Source: an optimization exercise on an open RTL-to-GDS flow (aim: small area, a short achievable clock period and few clock cycles). Production flows keep margins and buffers that such runs may drop. Function was checked by simulation only, so behaviour that the tests miss may differ from the original.

[design/flow/design.v]
`timescale 1ns / 1ps
`default_nettype none
package h64mix_pkg;
   localparam logic [63:0] MIX_MUL   = 64'hc6a4a7935bd1e995;
   localparam int unsigned MIX_SHIFT = 47;
   localparam int unsigned WORD_W  = 64;
   localparam int unsigned BYTES_W = 4;
   localparam int unsigned LEN_W   = 31;
   localparam int unsigned SEED_W  = 32;
   localparam int unsigned ITEM_W  = WORD_W + 2 + 1 + LEN_W;
   localparam logic [BYTES_W-1:0] FULL_BYTES = 4'd8;
   typedef enum logic [1:0] {
      KIND_FULL,
      KIND_PART,
      KIND_EMPTY
   } word_kind_type;
   typedef struct packed {
      logic [WORD_W-1:0] word;
      word_kind_type     kind;
      logic              last;
      logic [LEN_W-1:0]  length;
   } work_item_type;
   typedef enum logic [3:0] {
      ST_IDLE,
      ST_INIT,
      ST_DISPATCH,
      ST_PM1,
      ST_PM2,
      ST_HMUL,
      ST_AV0,
      ST_AV1,
      ST_EMIT
   } back_state_type;
endpackage
`default_nettype wire
`timescale 1ns / 1ps
`default_nettype none
module h64mix_fifo #(
   parameter int unsigned Width = 8,
   parameter int unsigned Depth = 2
) (
   input  wire logic             clock,
   input  wire logic             reset,
   input  wire logic             push,
   input  wire logic [Width-1:0] push_data,
   input  wire logic             pop,
   output logic      [Width-1:0] head_data,
   output logic                  full,
   output logic                  empty
);
   localparam int unsigned PtrW = (Depth > 1) ? $clog2(Depth) : 1;
   localparam int unsigned CntW = $clog2(Depth + 1);
   logic [Width-1:0] mem_ff [Depth];
   logic [PtrW-1:0]  wr_ptr_ff, wr_ptr_in;
   logic [PtrW-1:0]  rd_ptr_ff, rd_ptr_in;
   logic [CntW-1:0]  count_ff, count_in;
   logic             do_push, do_pop;
   assign full      = (count_ff == CntW'(Depth));
   assign empty     = (count_ff == '0);
   assign head_data = mem_ff[rd_ptr_ff];
   assign do_push   = push && !full;
   assign do_pop    = pop && !empty;
   always_comb begin
      wr_ptr_in = wr_ptr_ff;
      rd_ptr_in = rd_ptr_ff;
      count_in  = count_ff;
      if (do_push) begin
         wr_ptr_in = (wr_ptr_ff == PtrW'(Depth - 1)) ? '0 : wr_ptr_ff + 1'b1;
      end
      if (do_pop) begin
         rd_ptr_in = (rd_ptr_ff == PtrW'(Depth - 1)) ? '0 : rd_ptr_ff + 1'b1;
      end
      if (do_push && !do_pop) begin
         count_in = count_ff + 1'b1;
      end else if (do_pop && !do_push) begin
         count_in = count_ff - 1'b1;
      end
   end
   always_ff @(posedge clock) begin
      if (reset) begin
         wr_ptr_ff <= '0;
         rd_ptr_ff <= '0;
         count_ff  <= '0;
      end else begin
         wr_ptr_ff <= wr_ptr_in;
         rd_ptr_ff <= rd_ptr_in;
         count_ff  <= count_in;
      end
   end
   always_ff @(posedge clock) begin
      if (do_push) begin
         mem_ff[wr_ptr_ff] <= push_data;
      end
   end
endmodule
`default_nettype wire
`timescale 1ns / 1ps
`default_nettype none
import h64mix_pkg::*;
module h64mix_front (
   input  wire logic                         req_valid,
   output logic                              req_stall,
   input  wire logic [63:0]                  req_key_word,
   input  wire logic [3:0]                   req_word_bytes,
   input  wire logic                         req_last_word,
   input  wire logic [30:0]                  req_total_length,
   input  wire logic                         queue_full,
   output logic                              queue_push,
   output h64mix_pkg::work_item_type         queue_item
);
   logic [BYTES_W-1:0] nbytes;
   logic [WORD_W-1:0]  masked;
   assign nbytes = (req_word_bytes > FULL_BYTES) ? FULL_BYTES : req_word_bytes;
   always_comb begin
      for (int i = 0; i < 8; i++) begin
         masked[i*8 +: 8] = (BYTES_W'(i) < nbytes) ? req_key_word[i*8 +: 8] : 8'h00;
      end
   end
   always_comb begin
      queue_item.word   = masked;
      queue_item.length = req_total_length;
      if (nbytes == FULL_BYTES) begin
         queue_item.kind = KIND_FULL;
      end else if (nbytes == '0) begin
         queue_item.kind = KIND_EMPTY;
      end else begin
         queue_item.kind = KIND_PART;
      end
      queue_item.last = req_last_word || (nbytes != FULL_BYTES);
   end
   assign req_stall  = queue_full;
   assign queue_push = req_valid && !queue_full;
endmodule
`default_nettype wire
`timescale 1ns / 1ps
`default_nettype none
import h64mix_pkg::*;
module h64mix_mul (
   input  wire logic        clock,
   input  wire logic        reset,
   input  wire logic        start,
   input  wire logic [63:0] operand,
   output logic             done,
   output logic [63:0]      product
);
   localparam logic [1:0] STEP_LOW  = 2'd0;
   localparam logic [1:0] STEP_MIDA = 2'd1;
   localparam logic [1:0] STEP_MIDB = 2'd2;
   logic [63:0] a_ff;
   logic [63:0] acc_ff, acc_in;
   logic [1:0]  step_ff, step_in;
   logic        busy_ff, busy_in;
   logic        done_ff, done_in;
   logic [31:0] mul_x, mul_y;
   logic [63:0] mul_p;
   assign mul_x = (step_ff == STEP_MIDB) ? a_ff[63:32] : a_ff[31:0];
   assign mul_y = (step_ff == STEP_MIDA) ? MIX_MUL[63:32] : MIX_MUL[31:0];
   assign mul_p = 64'(mul_x) * 64'(mul_y);
   always_comb begin
      acc_in  = acc_ff;
      step_in = step_ff;
      busy_in = busy_ff;
      done_in = 1'b0;
      if (start) begin
         busy_in = 1'b1;
         step_in = STEP_LOW;
      end else if (busy_ff) begin
         case (step_ff)
            STEP_LOW: begin
               acc_in  = mul_p;
               step_in = STEP_MIDA;
            end
            STEP_MIDA: begin
               acc_in[63:32] = acc_ff[63:32] + mul_p[31:0];
               step_in       = STEP_MIDB;
            end
            STEP_MIDB: begin
               acc_in[63:32] = acc_ff[63:32] + mul_p[31:0];
               busy_in       = 1'b0;
               done_in       = 1'b1;
            end
            default: begin
               busy_in = 1'b0;
            end
         endcase
      end
   end
   always_ff @(posedge clock) begin
      if (reset) begin
         busy_ff <= 1'b0;
         done_ff <= 1'b0;
         step_ff <= STEP_LOW;
      end else begin
         busy_ff <= busy_in;
         done_ff <= done_in;
         step_ff <= step_in;
      end
   end
   always_ff @(posedge clock) begin
      acc_ff <= acc_in;
      if (start) begin
         a_ff <= operand;
      end
   end
   assign done    = done_ff;
   assign product = acc_ff;
endmodule
`default_nettype wire
`timescale 1ns / 1ps
`default_nettype none
import h64mix_pkg::*;
module h64mix_back (
   input  wire logic                         clock,
   input  wire logic                         reset,
   input  wire logic                         csr_valid,
   output logic                              csr_ready,
   input  wire logic [31:0]                  csr_hash_seed,
   input  wire logic                         queue_empty,
   input  h64mix_pkg::work_item_type         queue_head,
   output logic                              queue_pop,
   output logic                              rsp_valid,
   input  wire logic                         rsp_stall,
   output logic [63:0]                       rsp_hash_value
);
   h64mix_pkg::back_state_type state_ff;
   h64mix_pkg::back_state_type state_in;
   h64mix_pkg::work_item_type  cur_ff;
   h64mix_pkg::work_item_type  cur_in;
   logic [63:0]    hash_ff, hash_in;
   logic           at_start_ff, at_start_in;
   logic [31:0]    seed_ff;
   logic           rsp_valid_ff, rsp_valid_in;
   logic [63:0]    rsp_hash_ff, rsp_hash_in;
   logic           mul_start, mul_done;
   logic [63:0]    mul_a, mul_p;
   logic           out_free;
   h64mix_mul u_mul (
      .clock   (clock),
      .reset   (reset),
      .start   (mul_start),
      .operand (mul_a),
      .done    (mul_done),
      .product (mul_p)
   );
   assign out_free  = !rsp_valid_ff || !rsp_stall;
   assign csr_ready = 1'b1;
   always_comb begin
      state_in = state_ff;
      case (state_ff)
         ST_IDLE: begin
            if (!queue_empty) begin
               state_in = at_start_ff ? ST_INIT : ST_DISPATCH;
            end
         end
         ST_INIT: begin
            if (mul_done) begin
               state_in = ST_DISPATCH;
            end
         end
         ST_DISPATCH: begin
            case (cur_ff.kind)
               KIND_FULL: state_in = ST_PM1;
               KIND_PART: state_in = ST_HMUL;
               default:   state_in = ST_AV0;
            endcase
         end
         ST_PM1: begin
            if (mul_done) begin
               state_in = ST_PM2;
            end
         end
         ST_PM2: begin
            if (mul_done) begin
               state_in = ST_HMUL;
            end
         end
         ST_HMUL: begin
            if (mul_done) begin
               state_in = cur_ff.last ? ST_AV0 : ST_IDLE;
            end
         end
         ST_AV0: begin
            state_in = ST_AV1;
         end
         ST_AV1: begin
            if (mul_done) begin
               state_in = ST_EMIT;
            end
         end
         ST_EMIT: begin
            if (out_free) begin
               state_in = ST_IDLE;
            end
         end
         default: begin
            state_in = ST_IDLE;
         end
      endcase
   end
   always_comb begin
      cur_in       = cur_ff;
      hash_in      = hash_ff;
      at_start_in  = at_start_ff;
      queue_pop    = 1'b0;
      mul_start    = 1'b0;
      mul_a        = '0;
      rsp_valid_in = rsp_valid_ff && rsp_stall;
      rsp_hash_in  = rsp_hash_ff;
      case (state_ff)
         ST_IDLE: begin
            if (!queue_empty) begin
               queue_pop = 1'b1;
               cur_in    = queue_head;
               if (at_start_ff) begin
                  mul_start = 1'b1;
                  mul_a     = 64'(queue_head.length);
               end
            end
         end
         ST_INIT: begin
            if (mul_done) begin
               hash_in = 64'(seed_ff) ^ mul_p;
            end
         end
         ST_DISPATCH: begin
            case (cur_ff.kind)
               KIND_FULL: begin
                  mul_start = 1'b1;
                  mul_a     = cur_ff.word;
               end
               KIND_PART: begin
                  mul_start = 1'b1;
                  mul_a     = hash_ff ^ cur_ff.word;
               end
               default: begin
               end
            endcase
         end
         ST_PM1: begin
            if (mul_done) begin
               mul_start = 1'b1;
               mul_a     = mul_p ^ (mul_p >> MIX_SHIFT);
            end
         end
         ST_PM2: begin
            if (mul_done) begin
               mul_start = 1'b1;
               mul_a     = hash_ff ^ mul_p;
            end
         end
         ST_HMUL: begin
            if (mul_done) begin
               hash_in     = mul_p;
               at_start_in = 1'b0;
            end
         end
         ST_AV0: begin
            mul_start = 1'b1;
            mul_a     = hash_ff ^ (hash_ff >> MIX_SHIFT);
         end
         ST_AV1: begin
            if (mul_done) begin
               hash_in = mul_p ^ (mul_p >> MIX_SHIFT);
            end
         end
         ST_EMIT: begin
            if (out_free) begin
               rsp_valid_in = 1'b1;
               rsp_hash_in  = hash_ff;
               hash_in      = '0;
               at_start_in  = 1'b1;
            end
         end
         default: begin
         end
      endcase
   end
   always_ff @(posedge clock) begin
      if (reset) begin
         state_ff     <= ST_IDLE;
         at_start_ff  <= 1'b1;
         hash_ff      <= '0;
         seed_ff      <= '0;
         rsp_valid_ff <= 1'b0;
      end else begin
         state_ff     <= state_in;
         at_start_ff  <= at_start_in;
         hash_ff      <= hash_in;
         rsp_valid_ff <= rsp_valid_in;
         if (csr_valid && csr_ready) begin
            seed_ff <= csr_hash_seed;
         end
      end
   end
   always_ff @(posedge clock) begin
      cur_ff      <= cur_in;
      rsp_hash_ff <= rsp_hash_in;
   end
   assign rsp_valid      = rsp_valid_ff;
   assign rsp_hash_value = rsp_hash_ff;
endmodule
`default_nettype wire
`timescale 1ns / 1ps
`default_nettype none
import h64mix_pkg::*;
module hash64_multiply_mix_64bit_words_top #(
   parameter int unsigned QueueDepth = 2
) (
   input  wire logic        clock,
   input  wire logic        reset,
   input  wire logic        req_valid,
   output logic             req_stall,
   input  wire logic [63:0] req_key_word,
   input  wire logic [3:0]  req_word_bytes,
   input  wire logic        req_last_word,
   input  wire logic [30:0] req_total_length,
   output logic             rsp_valid,
   input  wire logic        rsp_stall,
   output logic [63:0]      rsp_hash_value,
   input  wire logic        csr_valid,
   output logic             csr_ready,
   input  wire logic [31:0] csr_hash_seed
);
   h64mix_pkg::work_item_type push_item;
   h64mix_pkg::work_item_type head_item;
   logic          q_push, q_pop, q_full, q_empty;
   h64mix_front u_front (
      .req_valid        (req_valid),
      .req_stall        (req_stall),
      .req_key_word     (req_key_word),
      .req_word_bytes   (req_word_bytes),
      .req_last_word    (req_last_word),
      .req_total_length (req_total_length),
      .queue_full       (q_full),
      .queue_push       (q_push),
      .queue_item       (push_item)
   );
   h64mix_fifo #(
      .Width (ITEM_W),
      .Depth (QueueDepth)
   ) u_queue (
      .clock     (clock),
      .reset     (reset),
      .push      (q_push),
      .push_data (push_item),
      .pop       (q_pop),
      .head_data (head_item),
      .full      (q_full),
      .empty     (q_empty)
   );
   h64mix_back u_back (
      .clock          (clock),
      .reset          (reset),
      .csr_valid      (csr_valid),
      .csr_ready      (csr_ready),
      .csr_hash_seed  (csr_hash_seed),
      .queue_empty    (q_empty),
      .queue_head     (head_item),
      .queue_pop      (q_pop),
      .rsp_valid      (rsp_valid),
      .rsp_stall      (rsp_stall),
      .rsp_hash_value (rsp_hash_value)
   );
endmodule
`default_nettype wire
[design/flow/run.sh]
#!/bin/bash
# synth_recipe.tcl (not shown) runs the flow's synth.tcl, then flattens the netlist and writes it again
# the make line also repeats each setting of config.mk as NAME=value (left out here)
make -C /OpenROAD-flow-scripts/flow DESIGN_CONFIG=/design/flow/config.mk WORK_HOME=/design/flow/orfs CLKGATE_MAP_FILE= SYNTH_SCRIPT=/design/flow/synth_recipe.tcl finish
[design/flow/config.mk]
export PLATFORM = sky130hd
export DESIGN_NAME = hash64_multiply_mix_64bit_words_top
export DESIGN_NICKNAME = hash64_multiply_mix_64bit_words_top
export VERILOG_FILES = /design/flow/design.v
export SDC_FILE = /design/flow/constraint.sdc
export NUM_CORES = 4
export LEC_CHECK = 0
export CAP_MARGIN = 20
export CORE_MARGIN = 2
export CORE_UTILIZATION = 40
export SLEW_MARGIN = 20
[design/flow/constraint.sdc]
create_clock -name core_clock -period 12.0 [get_ports {clock}]
set_input_delay 2.4000 -clock core_clock [delete_from_list [all_inputs] [get_ports {clock}]]
set_output_delay 2.4000 -clock core_clock [all_outputs]
set_load 0.01 [all_outputs]
==> summary.txt <==
[critical path, delay by kind of cell (launching register included)]
family | cells | cell delay (ns)
flops | 1 | 0.35
simple gates | 10 | 2.40
mux | 1 | 0.67
compound gates | 4 | 0.79
fa+ha+maj | 11 | 4.49
xor+xnor | 3 | 0.63
buf+inv | 9 | 1.30
[stage by stage]
stage	util	cells	hold slack, ns
after global placement	0.4356	6317	0.4742
after CTS	0.4515	6422	0.4904
after global routing	0.4515	6422	0.5220
after detailed placement	0.4357	6317	0.4746
after floorplan	-	4580	0.4421
final	0.4515	6422	0.4888
[Yosys cell counts, types with 6 or more instances]
cell                         n  area share
sky130_fd_sc_hd__inv_1     774       0.058
sky130_fd_sc_hd__fa_1      615        0.25
sky130_fd_sc_hd__edfxtp_1  455        0.27
sky130_fd_sc_hd__ha_1      439        0.11
sky130_fd_sc_hd__nand2_1   285       0.021
sky130_fd_sc_hd__nor2_1    231       0.017
sky130_fd_sc_hd__a21oi_1   217       0.022
sky130_fd_sc_hd__o21ai_0   175       0.018
sky130_fd_sc_hd__clkbuf_1  152       0.011
sky130_fd_sc_hd__xor2_1    113       0.020
sky130_fd_sc_hd__dfxtp_1   111       0.045
sky130_fd_sc_hd__a21o_1     95       0.014
sky130_fd_sc_hd__mux2i_1    90       0.018
sky130_fd_sc_hd__xnor2_1    89       0.016
sky130_fd_sc_hd__mux2_2     76       0.017
sky130_fd_sc_hd__nand3_1    76      0.0076
sky130_fd_sc_hd__nor2b_1    58      0.0073
sky130_fd_sc_hd__nor3_1     45      0.0045
sky130_fd_sc_hd__and2_1     36      0.0045
sky130_fd_sc_hd__a22oi_1    34      0.0051
sky130_fd_sc_hd__o22ai_1    34      0.0043
sky130_fd_sc_hd__o221ai_1   32      0.0056
sky130_fd_sc_hd__a211oi_1   20      0.0030
sky130_fd_sc_hd__a311oi_1   20      0.0035
sky130_fd_sc_hd__nand4_1    20      0.0025
sky130_fd_sc_hd__a221oi_1   19      0.0033
sky130_fd_sc_hd__o221a_2    19      0.0043
sky130_fd_sc_hd__a31oi_1    18      0.0023
sky130_fd_sc_hd__o21bai_1   18      0.0027
sky130_fd_sc_hd__and3_1     16      0.0020
sky130_fd_sc_hd__nand2b_1   16      0.0020
sky130_fd_sc_hd__a221o_1    15      0.0030
sky130_fd_sc_hd__a32oi_1    15      0.0026
sky130_fd_sc_hd__o21a_1     14      0.0021
sky130_fd_sc_hd__or2_2      13      0.0016
sky130_fd_sc_hd__buf_2      12      0.0012
sky130_fd_sc_hd__buf_1      11     0.00083
sky130_fd_sc_hd__o21ai_1    11      0.0011
sky130_fd_sc_hd__or3_1       9      0.0011
sky130_fd_sc_hd__o31ai_1     8      0.0012
sky130_fd_sc_hd__a211o_1     7      0.0012
sky130_fd_sc_hd__buf_4       6     0.00090
[sequential cells by signal, summed over array words and instances, names as in the netlist, 4 cells and up, named ones only]
name,flops
u_back.u_mul.acc_ff,64
u_queue.mem_ff,196
u_back.seed_ff,32
u_back.rsp_hash_ff,64
u_back.u_mul.a_ff,64
u_back.hash_ff,64
u_back.state_ff,4
u_back.cur_ff,67
[cells by family (layout without fill, tap and decap cells)]
group,count (synthesis),count (layout),synth area share
multiplexers,166,166,0.03522
adder cells (fa/ha/maj),1054,1054,0.3569
XOR/XNOR,202,202,0.03547
AO/OA/AOI/OAI,807,807,0.1062
AND/OR/NAND/NOR,821,821,0.07465
buffers and inverters,959,1164,0.07292
other,2,5,0.0001506
flip-flops,566,566,0.3185
[path summary, 6_finish.rpt]
path / slack (ns) / end / cells past startpoint
worst max register to register: 1.08 / u_back.u_mul.acc_ff[62] / 38
worst min-delay path: 0.49 / u_back.u_mul.done_ff / 2
worst min register to register: 0.49 / u_back.u_mul.done_ff / 2
worst max-delay path: 1.08 / u_back.u_mul.acc_ff[62] / 38
[layout make-up]
type,instances,area (sq um),share of cell area
clock buffers,78,1587,0.02838
multi-input cells,3055,30470,0.5451
clock inverters,27,377.9,0.006760
flip-flops and latches,566,15890,0.2843
inverters,778,2920,0.05224
repair buffers,281,2608,0.04665
well taps,1637,2048,0.03664
[routing by layer]
layer	up-vias	routed length, microns	GRT usage
met5	-	0	0
met4	0	4598	0.06639
met3	179	9745	0.03536
met2	1146	76750	0.4219
met1	17660	69570	0.3523
li1	15740	-	-
==> flow_results.org <==
** Drt
- In the routed design, unresolved DRC markers number 0.
- The first detailed-routing pass ran for 5 iterations.
- Number of violations reported at the end of detailed-routing iteration 0 :: 2,945
- Drt total wl :: 160.7 mm
- Avg WL per Cell :: 25.02 microns
- Dividing the detail-routed via count by the number of cells gives 5.407.
- Via total after detailed routing :: 34,730
- Once detail routing completed, the nets flagged for antenna violations numbered 0.

** Global route
- Total grt overflow :: 0
- Global-route total usage across every layer :: 0.2549
- The number of global-route vias before repair was 36,090.
- Entering global routing, the biggest net connects 111 pins.
- Antenna violations before repair :: 2
- First-pass GRT wire length :: 240.2 mm

** Finish
- The filler cells instantiated in the layout total 11,490.
- The final layout contains 5,929 nets.
- Area overhead of the layout relative to synthesis :: 12.06%
- Number of antenna diodes :: 0
- Most common library cell in the layout ignoring fill and taps :: sky130_fd_sc_hd__inv_1
- Leaving out fill and tap cells, the most frequent cells in the layout are sky130_fd_sc_hd__inv_1, sky130_fd_sc_hd__fa_1, sky130_fd_sc_hd__edfxtp_1.
- Layout Cell Area excl Fill :: 55,900 sq um
- Of the cells placed in the final design, the portion with a size suffix greater than 1 is 0.06374.

** Synth
- Flip-flop and latch count after synthesis :: 566
- Of the synthesized area, sequential elements account for 0.3185.
- The cell area that synthesis handed to floorplanning was 49,880 sq um.
- Proportion of register bits with asynchronous set or reset after synthesis :: 0
- Synthesis Warnings :: 4
- A synthesized cell averages 10.90 sq um.
- Count of mapped cells out of synthesis :: 4,577
- Counting distinct cell types in the post-synthesis netlist gives 74.
- Most common flop cell mapped by yosys :: sky130_fd_sc_hd__edfxtp_1
- Number of enable flip-flop cells after synthesis :: 455

** Clocking
- H-tree depth :: 2
- Counting every sink on the clock net gives 566.
- CTS root buffer :: sky130_fd_sc_hd__clkbuf_16
- Number of hold buffers added after CTS :: 0
- TritonCTS built the clock tree.
- The number of setup buffers added after CTS is 0.
- Gates resized during post-CTS repair numbered 0.
- Clock slew at the register clock pins of the worst setup and hold paths :: 0.07 ns
- The clock reaches the later pin of the worst-skew pair after 0.63 ns.
- Buffers from clock root to sink, at most :: 3
- Clock tree synthesis inserted a total of 56 buffers.

** STA
- Worst Tran Pin Value :: 1.121 ns
- Remaining max-slew budget at the tightest pin :: 0.2528
- Setup total negative slack on the finished layout was measured at 0 ns.
- Of the available clock period, the critical path in the final layout requires 0.9097.
- Setup repair after global routing left no endpoint under its margin.
- The max-slew violation count came to 0.
- The total count of hold-check failures in the final report is 0.
- For the finished layout, the period the worst path requires is 10.92 ns.
- Derived from the worst setup path, the maximum achievable clock frequency is 91.60 MHz.
- Setup violators final :: 0
- Setup clock skew after layout :: 0.01737 ns
- Setup slack on the critical path of the routed design comes to 1.083 ns.

** Worst setup path
- Largest stage delay, worst path :: 0.67 ns
- Data required time at the worst endpoint :: 12.36 ns
- The setup path with the least slack is of type reg -> reg.
- Critical-path top delay cell :: sky130_fd_sc_hd__mux2i_1
- Worst r2r src :: u_back.u_mul.step_ff[0]
- STA classifies the critical path endpoint as a register.
- By instance count, the cell type seen most on the critical path is sky130_fd_sc_hd__inv_1.
- Of all nets on the critical path, the largest fanout is 13.
- Endpoint arrival time on the critical path :: 11.27 ns
- Launch point of the critical path :: u_back.u_mul.step_ff[0]
- The worst setup path is launched from a register.

** Min path
- The min-delay analysis places its worst path in the category reg -> reg.
- Hold Path Origin :: u_back.u_mul.busy_ff

** Placed design
- Prior to clock tree synthesis, the placed netlist has a worst setup slack of 1.168 ns.
- Number of I/O port buffers :: 202
- In this run the cell area measured after placement is 53,930 sq um.
- At the end of routability-driven placement, the weighted congestion stood at 0.9895.
- Detailed placement finished with a half-perimeter wire length of 130.0 mm.

** Floorplan
- In this run the horizontal extent of the chip is 357.1 microns.
- Ports placed on the boundary :: 204
- Die Span Y :: 357.1 microns
- Core Area :: 123,800 sq um
- The floorplan has 129 rows.
- Effective utilization at floorplan :: 0.4029
- The floorplan step defined a die boundary enclosing 127,500 sq um.

** Run
- Number of violations of the max-capacitance limit :: 0

** Outcome
- Outcome :: finished clean
Testbench counts, summed over its fixed seeds: cycles 112,572.

-- static timing again, ports no longer ideal --
The flow's constraints put no driver on any port. The routed layout listed below was extracted and timed again, unchanged, in two steps. Step 1 sets driving cells, clkbuf_16 on the clock port and buf_2 on the other inputs (assumed; they add their load-dependent delay and slew). Step 2 times the ports against the registers' clock, not the clock port: input delays grow and output delays shrink by t, the midpoint of the rising clock arrivals with the driver on. Slacks: ideal ports / drivers / drivers and shift; pairs: ideal ports / drivers.
t (ns): 0.681
slack for setup (ns): 1.083 / 1.083 / 1.083
worst hold slack (ns): 0.489 / 0.489 / 0.489
worst setup path at the end: register to register
worst register clock-pin slew, ns: 0.07 / 0.07
After both steps this run still meets setup and hold. The setup slack of this run moves by 0.000 ns with the drivers and by 0.000 ns with both steps.
